This is an optimization exercise on Yosys and OpenROAD, whose aim is small area and a short achievable clock period, not a production implementation.
Where RTL was checked, it was by simulation tests only, not by an equivalence proof against the original.

== before ==
==> flow/design.v <==
package lrm_pkg;
    localparam int unsigned DATA_W    = 8;
    localparam int unsigned SAMPLE_W  = 17;
    localparam int unsigned RESULT_W  = 25;
    localparam int unsigned CYCLE_W   = 32;
    localparam int unsigned X_MSB     = 16;
    localparam int unsigned Y_MSB     = 8;
    localparam int unsigned PRED_BIT  = 0;
    localparam int unsigned MIN_TRAIN = 2;
    localparam logic [1:0] ST_IDLE   = 2'd0;
    localparam logic [1:0] ST_STREAM = 2'd1;
    localparam logic [1:0] ST_DRAIN  = 2'd2;
    typedef struct packed {
        logic              fit_ok;
        logic [DATA_W-1:0] yp;
        logic [DATA_W-1:0] a;
        logic [DATA_W-1:0] b;
    } result_t;
endpackage
module lrm_sync_fifo #(
    parameter int unsigned WIDTH = 17,
    parameter int unsigned DEPTH = 62
) (
    input  logic             clk,
    input  logic             we,
    input  logic [DEPTH-1:0] wsel,
    input  logic [WIDTH-1:0] din,
    input  logic [DEPTH-1:0] rsel,
    output logic [WIDTH-1:0] dout
);
    logic [WIDTH-1:0] mem [DEPTH];
    always_ff @(posedge clk) begin
        for (int i = 0; i < DEPTH; i++) begin
            if (we && wsel[i]) begin
                mem[i] <= din;
            end
        end
    end
    always_comb begin
        dout = '0;
        for (int i = 0; i < DEPTH; i++) begin
            dout = dout | (mem[i] & {WIDTH{rsel[i]}});
        end
    end
endmodule
module lrm_sample_feeder #(
    parameter int unsigned DEPTH     = 64,
    parameter int unsigned RES_DEPTH = 8
) (
    input  logic                 CLK,
    input  logic                 RESET_N,
    input  logic                 START,
    input  logic                 WR_EN,
    input  logic [lrm_pkg::SAMPLE_W-1:0]  WR_DATA,
    output logic                 FULL,
    input  logic                 LRM_READY,
    output logic [lrm_pkg::DATA_W-1:0]    LRM_XI,
    output logic [lrm_pkg::DATA_W-1:0]    LRM_YI,
    output logic                 LRM_PREDICT,
    output logic                 LRM_VALID,
    input  logic                 LRM_DONE,
    input  logic [lrm_pkg::DATA_W-1:0]    LRM_YP,
    input  logic [lrm_pkg::DATA_W-1:0]    LRM_A,
    input  logic [lrm_pkg::DATA_W-1:0]    LRM_B,
    input  logic                 RD_EN,
    output logic [lrm_pkg::RESULT_W-1:0]  RD_DATA,
    output logic                 RES_EMPTY,
    output logic [lrm_pkg::DATA_W-1:0]    TRAIN_CNT,
    output logic [lrm_pkg::DATA_W-1:0]    OUTSTANDING,
    output logic [lrm_pkg::CYCLE_W-1:0]   CYCLES,
    output logic                 BUSY,
    output logic                 FINISHED,
    output logic                 ERR
);
    localparam int unsigned SW  = lrm_pkg::SAMPLE_W;
    localparam int unsigned RW  = lrm_pkg::RESULT_W;
    localparam int unsigned SMD = DEPTH - 2;        
    localparam int unsigned RMD = RES_DEPTH - 1;    
    localparam int unsigned SCW = $clog2(DEPTH + 1);
    localparam int unsigned RCW = $clog2(RES_DEPTH + 1);
    logic stream;                  
    logic stream_next, busy_next, finished_next;
    logic s_empty;                 
    logic r_full;                  
    logic out_zero;
    logic idle;                    
    logic s_room;                  
    logic s_stall;                 
    logic r_avail;                 
    assign out_zero = (OUTSTANDING == '0);
    always_comb begin
        stream_next   = (idle && START) || (stream && !s_empty);
        finished_next = !idle && !stream && out_zero && !LRM_DONE;
        busy_next     = (idle && START) || stream || (!idle && !finished_next);
    end
    always_ff @(posedge CLK or negedge RESET_N) begin
        if (!RESET_N) begin
            stream   <= 1'b0;
            BUSY     <= 1'b0;
            idle     <= 1'b1;
            FINISHED <= 1'b0;
            ERR      <= 1'b0;
        end else begin
            stream   <= stream_next;
            BUSY     <= busy_next;
            idle     <= !busy_next;
            FINISHED <= finished_next;
            if ((WR_EN && !s_room) || (LRM_DONE && r_full)) begin
                ERR <= 1'b1;
            end
        end
    end
    logic [SCW-1:0] s_cnt;
    logic [SW-1:0]  s_h, s_n, s_mhead;
    logic [7:0]     s_wgrp, s_wslot;
    logic [SMD-1:0] s_wsel;
    logic [SMD-1:0] s_rsel;        
    logic           s_push, s_pop, s_mwe;
    logic           s_ge2, s_ge3;
    logic           s_empty_next, s_full_next, valid_next;
    logic [SW-1:0]  s_h_next;
    assign s_push = WR_EN && s_room;
    assign s_pop  = !s_stall && LRM_READY;
    assign s_ge2  = (s_cnt >= SCW'(2));
    assign s_ge3  = (s_cnt >= SCW'(3));
    assign s_mwe  = s_push && (s_ge3 || (s_ge2 && !s_pop));    
    lrm_sync_fifo #(
        .WIDTH (SW),
        .DEPTH (SMD)
    ) u_sample_mem (
        .clk  (CLK),
        .we   (s_push),
        .wsel (s_wsel),
        .din  (WR_DATA),
        .rsel (s_rsel),
        .dout (s_mhead)
    );
    always_comb begin
        for (int i = 0; i < SMD; i++) begin
            s_wsel[i] = s_wgrp[i / 8] && s_wslot[i % 8];
        end
    end
    always_comb begin
        if (s_pop) begin
            s_h_next     = s_ge2 ? s_n : WR_DATA;
            s_empty_next = !s_ge2 && !s_push;
        end else begin
            s_h_next     = s_empty ? WR_DATA : s_h;
            s_empty_next = s_empty && !s_push;
        end
        s_full_next = s_pop ? 1'b0 : (!s_room || (s_cnt == SCW'(DEPTH - 1) && s_push));
        valid_next  = stream_next && !s_empty_next;
    end
    always_ff @(posedge CLK) begin
        s_h <= s_h_next;
        if (s_pop) begin
            s_n <= s_ge3 ? s_mhead : WR_DATA;
        end else if (!s_ge2) begin
            s_n <= WR_DATA;
        end
    end
    always_ff @(posedge CLK or negedge RESET_N) begin
        if (!RESET_N) begin
            s_cnt       <= '0;
            s_wgrp      <= 8'd1;
            s_wslot     <= 8'd1;
            s_rsel      <= SMD'(1);
            s_empty     <= 1'b1;
            FULL        <= 1'b0;
            s_room      <= 1'b1;
            LRM_VALID   <= 1'b0;
            s_stall     <= 1'b1;
            LRM_XI      <= '0;
            LRM_YI      <= '0;
            LRM_PREDICT <= 1'b0;
        end else begin
            case ({s_push, s_pop})
                2'b10:   s_cnt <= s_cnt + SCW'(1);
                2'b01:   s_cnt <= s_cnt - SCW'(1);
                default: s_cnt <= s_cnt;
            endcase
            if (s_mwe) begin
                if (s_wgrp[(SMD - 1) / 8] && s_wslot[(SMD - 1) % 8]) begin
                    s_wgrp  <= 8'd1;
                    s_wslot <= 8'd1;
                end else begin
                    s_wslot <= {s_wslot[6:0], s_wslot[7]};
                    if (s_wslot[7]) begin
                        s_wgrp <= {s_wgrp[6:0], s_wgrp[7]};
                    end
                end
            end
            if (s_pop && s_ge3) begin
                s_rsel <= {s_rsel[SMD-2:0], s_rsel[SMD-1]};
            end
            s_empty   <= s_empty_next;
            FULL      <= s_full_next;
            s_room    <= !s_full_next;
            LRM_VALID <= valid_next;
            s_stall   <= !valid_next;
            {LRM_XI, LRM_YI, LRM_PREDICT} <= valid_next ? s_h_next : '0;
        end
    end
    logic [RCW-1:0] r_cnt;
    logic [RW-1:0]  r_din, r_mhead;
    logic [RMD-1:0] r_wsel;        
    logic [RMD-1:0] r_rsel;        
    logic           r_push, r_pop, r_mwe, r_ge2;
    logic           fit_ok_c;
    assign fit_ok_c = (TRAIN_CNT >= lrm_pkg::DATA_W'(lrm_pkg::MIN_TRAIN));
    assign r_din    = {fit_ok_c, LRM_YP, LRM_A, LRM_B};
    assign r_push   = LRM_DONE && !r_full;
    assign r_pop    = RD_EN && r_avail;
    assign r_ge2    = (r_cnt >= RCW'(2));
    assign r_mwe    = r_push && (r_ge2 || (r_avail && !r_pop));
    lrm_sync_fifo #(
        .WIDTH (RW),
        .DEPTH (RMD)
    ) u_result_mem (
        .clk  (CLK),
        .we   (r_push),
        .wsel (r_wsel),
        .din  (r_din),
        .rsel (r_rsel),
        .dout (r_mhead)
    );
    always_ff @(posedge CLK or negedge RESET_N) begin
        if (!RESET_N) begin
            r_cnt     <= '0;
            r_wsel    <= RMD'(1);
            r_rsel    <= RMD'(1);
            RES_EMPTY <= 1'b1;
            r_avail   <= 1'b0;
            r_full    <= 1'b0;
            RD_DATA   <= '0;
        end else begin
            case ({r_push, r_pop})
                2'b10:   r_cnt <= r_cnt + RCW'(1);
                2'b01:   r_cnt <= r_cnt - RCW'(1);
                default: r_cnt <= r_cnt;
            endcase
            if (r_mwe) begin
                r_wsel <= {r_wsel[RMD-2:0], r_wsel[RMD-1]};
            end
            if (r_pop && r_ge2) begin
                r_rsel <= {r_rsel[RMD-2:0], r_rsel[RMD-1]};
            end
            if (r_pop) begin
                RES_EMPTY <= !r_ge2 && !r_push;
                r_avail   <= r_ge2 || r_push;
                r_full    <= 1'b0;
                if (r_ge2) begin
                    RD_DATA <= r_mhead;
                end else begin
                    RD_DATA <= r_push ? r_din : '0;
                end
            end else begin
                RES_EMPTY <= !r_avail && !r_push;
                r_avail   <= r_avail || r_push;
                r_full    <= r_full || (r_cnt == RCW'(RES_DEPTH - 1) && r_push);
                if (!r_avail) begin
                    RD_DATA <= r_push ? r_din : '0;
                end
            end
        end
    end
    always_ff @(posedge CLK or negedge RESET_N) begin
        if (!RESET_N) begin
            CYCLES      <= '0;
            TRAIN_CNT   <= '0;
            OUTSTANDING <= '0;
        end else if (idle && START) begin
            CYCLES      <= '0;
            TRAIN_CNT   <= '0;
            OUTSTANDING <= '0;
        end else begin
            if (!idle) begin
                CYCLES <= CYCLES + lrm_pkg::CYCLE_W'(1);
            end
            if (s_pop && !s_h[0] && (TRAIN_CNT != {lrm_pkg::DATA_W{1'b1}})) begin
                TRAIN_CNT <= TRAIN_CNT + lrm_pkg::DATA_W'(1);
            end
            case ({s_pop && s_h[0], LRM_DONE})
                2'b10: OUTSTANDING <= OUTSTANDING + lrm_pkg::DATA_W'(1);
                2'b01: begin
                    if (!out_zero) begin
                        OUTSTANDING <= OUTSTANDING - lrm_pkg::DATA_W'(1);
                    end
                end
                default: begin
                end
            endcase
        end
    end
endmodule
==> flow/config.mk <==
export PLATFORM = sky130hd
export DESIGN_NAME = lrm_sample_feeder
export DESIGN_NICKNAME = lrm_sample_feeder
export VERILOG_FILES = /design/flow/design.v
export SDC_FILE = /design/flow/constraint.sdc
export NUM_CORES = 4
export LEC_CHECK = 0
export CAP_MARGIN = 20
export CORE_MARGIN = 2
export CORE_UTILIZATION = 40
export CTS_CLUSTER_DIAMETER = 120
export CTS_CLUSTER_SIZE = 25
export PLACE_DENSITY = 0.6
export SETUP_SLACK_MARGIN = 2.7
export SLEW_MARGIN = 20
export TNS_END_PERCENT = 100
==> flow/constraint.sdc <==
create_clock -name core_clock -period 5.0 [get_ports {CLK}]
set_input_delay 1.0000 -clock core_clock [delete_from_list [all_inputs] [get_ports {CLK}]]
set_output_delay 1.0000 -clock core_clock [all_outputs]
set_load 0.01 [all_outputs]
standard.sh (not shown) runs the stock make flow with config.mk's settings and CLKGATE_MAP_FILE= SYNTH_SCRIPT=/design/flow/synth_recipe.tcl, a recipe that flattens the netlist after the stock synthesis.
==> flow/flow/run.sh <==
#!/bin/bash
# The standard layout with three changes: plain buffers (buf_2) on the ports
# instead of the delay buffer buffer_ports picks by default, and timing repair
# free to change a cell's footprint while it resizes.
set -euo pipefail
bash standard.sh BUFFER_PORTS_ARGS="-buffer_cell sky130_fd_sc_hd__buf_2" MATCH_CELL_FOOTPRINT=0 finish > standard_flow.log 2>&1
Inputs modified between before and after:
--- a/flow/design.v
+++ b/flow/design.v
@@ -17,18 +17,19 @@
         logic [DATA_W-1:0] b;
     } result_t;
 endpackage
 module lrm_sync_fifo #(
     parameter int unsigned WIDTH = 17,
-    parameter int unsigned DEPTH = 62
+    parameter int unsigned DEPTH = 62,
+    parameter int unsigned BANKS = 1
 ) (
     input  logic             clk,
     input  logic             we,
     input  logic [DEPTH-1:0] wsel,
     input  logic [WIDTH-1:0] din,
     input  logic [DEPTH-1:0] rsel,
-    output logic [WIDTH-1:0] dout
+    output logic [BANKS*WIDTH-1:0] dout
 );
     logic [WIDTH-1:0] mem [DEPTH];
     always_ff @(posedge clk) begin
         for (int i = 0; i < DEPTH; i++) begin
             if (we && wsel[i]) begin
@@ -37,11 +38,12 @@
         end
     end
     always_comb begin
         dout = '0;
         for (int i = 0; i < DEPTH; i++) begin
-            dout = dout | (mem[i] & {WIDTH{rsel[i]}});
+            dout[(i % BANKS) * WIDTH +: WIDTH] = dout[(i % BANKS) * WIDTH +: WIDTH] |
+                                                 (mem[i] & {WIDTH{rsel[i]}});
         end
     end
 endmodule
 module lrm_sample_feeder #(
     parameter int unsigned DEPTH     = 64,
@@ -110,32 +112,39 @@
             end
         end
     end
     logic [SCW-1:0] s_cnt;
     logic [SW-1:0]  s_h, s_n, s_mhead;
+    logic [2*SW-1:0] s_port_d;     
+    logic [SW-1:0]  s_port_e, s_port_o;    
+    logic [SW-1:0]  s_last;        
+    logic           s_last_hit;    
+    logic           s_hodd;        
     logic [7:0]     s_wgrp, s_wslot;
     logic [SMD-1:0] s_wsel;
     logic [SMD-1:0] s_rsel;        
     logic           s_push, s_pop, s_mwe;
     logic           s_ge2, s_ge3;
     logic           s_empty_next, s_full_next, valid_next;
+    logic [SCW-1:0] s_cnt_next;
     logic [SW-1:0]  s_h_next;
     assign s_push = WR_EN && s_room;
     assign s_pop  = !s_stall && LRM_READY;
     assign s_ge2  = (s_cnt >= SCW'(2));
     assign s_ge3  = (s_cnt >= SCW'(3));
     assign s_mwe  = s_push && (s_ge3 || (s_ge2 && !s_pop));    
     lrm_sync_fifo #(
         .WIDTH (SW),
-        .DEPTH (SMD)
+        .DEPTH (SMD),
+        .BANKS (2)
     ) u_sample_mem (
         .clk  (CLK),
         .we   (s_push),
         .wsel (s_wsel),
         .din  (WR_DATA),
         .rsel (s_rsel),
-        .dout (s_mhead)
+        .dout (s_port_d)
     );
     always_comb begin
         for (int i = 0; i < SMD; i++) begin
             s_wsel[i] = s_wgrp[i / 8] && s_wslot[i % 8];
         end
@@ -146,14 +155,24 @@
             s_empty_next = !s_ge2 && !s_push;
         end else begin
             s_h_next     = s_empty ? WR_DATA : s_h;
             s_empty_next = s_empty && !s_push;
         end
+        case ({s_push, s_pop})
+            2'b10:   s_cnt_next = s_cnt + SCW'(1);
+            2'b01:   s_cnt_next = s_cnt - SCW'(1);
+            default: s_cnt_next = s_cnt;
+        endcase
         s_full_next = s_pop ? 1'b0 : (!s_room || (s_cnt == SCW'(DEPTH - 1) && s_push));
         valid_next  = stream_next && !s_empty_next;
     end
+    assign s_mhead = s_last_hit ? s_last : (s_hodd ? s_port_o : s_port_e);
     always_ff @(posedge CLK) begin
+        s_port_e   <= s_port_d[0 +: SW];
+        s_port_o   <= s_port_d[SW +: SW];
+        s_last     <= WR_DATA;
+        s_last_hit <= s_push && (s_pop ? (s_cnt == SCW'(3)) : (s_cnt == SCW'(2)));
         s_h <= s_h_next;
         if (s_pop) begin
             s_n <= s_ge3 ? s_mhead : WR_DATA;
         end else if (!s_ge2) begin
             s_n <= WR_DATA;
@@ -162,25 +181,22 @@
     always_ff @(posedge CLK or negedge RESET_N) begin
         if (!RESET_N) begin
             s_cnt       <= '0;
             s_wgrp      <= 8'd1;
             s_wslot     <= 8'd1;
-            s_rsel      <= SMD'(1);
+            s_rsel      <= SMD'(3);
+            s_hodd      <= 1'b0;
             s_empty     <= 1'b1;
             FULL        <= 1'b0;
             s_room      <= 1'b1;
             LRM_VALID   <= 1'b0;
             s_stall     <= 1'b1;
             LRM_XI      <= '0;
             LRM_YI      <= '0;
             LRM_PREDICT <= 1'b0;
         end else begin
-            case ({s_push, s_pop})
-                2'b10:   s_cnt <= s_cnt + SCW'(1);
-                2'b01:   s_cnt <= s_cnt - SCW'(1);
-                default: s_cnt <= s_cnt;
-            endcase
+            s_cnt <= s_cnt_next;
             if (s_mwe) begin
                 if (s_wgrp[(SMD - 1) / 8] && s_wslot[(SMD - 1) % 8]) begin
                     s_wgrp  <= 8'd1;
                     s_wslot <= 8'd1;
                 end else begin
@@ -190,10 +206,11 @@
                     end
                 end
             end
             if (s_pop && s_ge3) begin
                 s_rsel <= {s_rsel[SMD-2:0], s_rsel[SMD-1]};
+                s_hodd <= !s_hodd;
             end
             s_empty   <= s_empty_next;
             FULL      <= s_full_next;
             s_room    <= !s_full_next;
             LRM_VALID <= valid_next;
## What came out
- after vs. before: number of non-clock inverters now sits lower; die outline area now sits higher; xor and xnor fraction of the mapped netlist area now sits at about the same level; aggregate routed wire length now sits lower.
- Diff before -> after | summed area of non-filler cells in the final layout | increase of about 0.5%
- after: fmax is 17 MHz higher than what before reported.
- The met2 track demand over resource number comes out higher for before vs after.
- From before to after the numbers moved as follows: net count reported at finish shows an increase of 51; sum of routed wire segments on met1 now smaller; final-layout clock buffer total now smaller; global-route usage dropped 4.2 points; final core area utilization -1.1 points.
- Run comparison: after end point of the critical path s_cnt[6]; before end point of the critical path s_n[0]
- Logic depth of the worst setup path including buffers: after vs before up 6
No functional check of the RTL was part of before.

-- separate check: timing with driven ports --
In the flow no input, the clock included, has a driving cell. The finished layouts below were timed again as built, in two steps.
Step 1 sets driving cells, clkbuf_16 on the clock port and buf_2 on the other inputs (assumed; they add their load-dependent delay and slew).
Step 2 times the ports against the registers' clock, not the clock port: input delays grow and output delays shrink by t, the midpoint of the rising clock arrivals with the driver on.
a / b / c = ideal / step 1 / step 2; a / b = the first two.
run | shift t [ns] | slack for setup (ns) | hold WS [ns] | worst setup path after step 2
before | 0.774 | 2.552 / 2.552 / 1.849 | 0.373 / 0.346 / 0.448 | input to register
after | 0.776 | 2.649 / 2.587 / 1.920 | 0.278 / 0.248 / 0.479 | input to register
After both steps setup and hold are still met in every run listed. For after, which loses most, drivers alone change the setup slack by -0.062 ns; drivers and shift together by -0.729 ns.
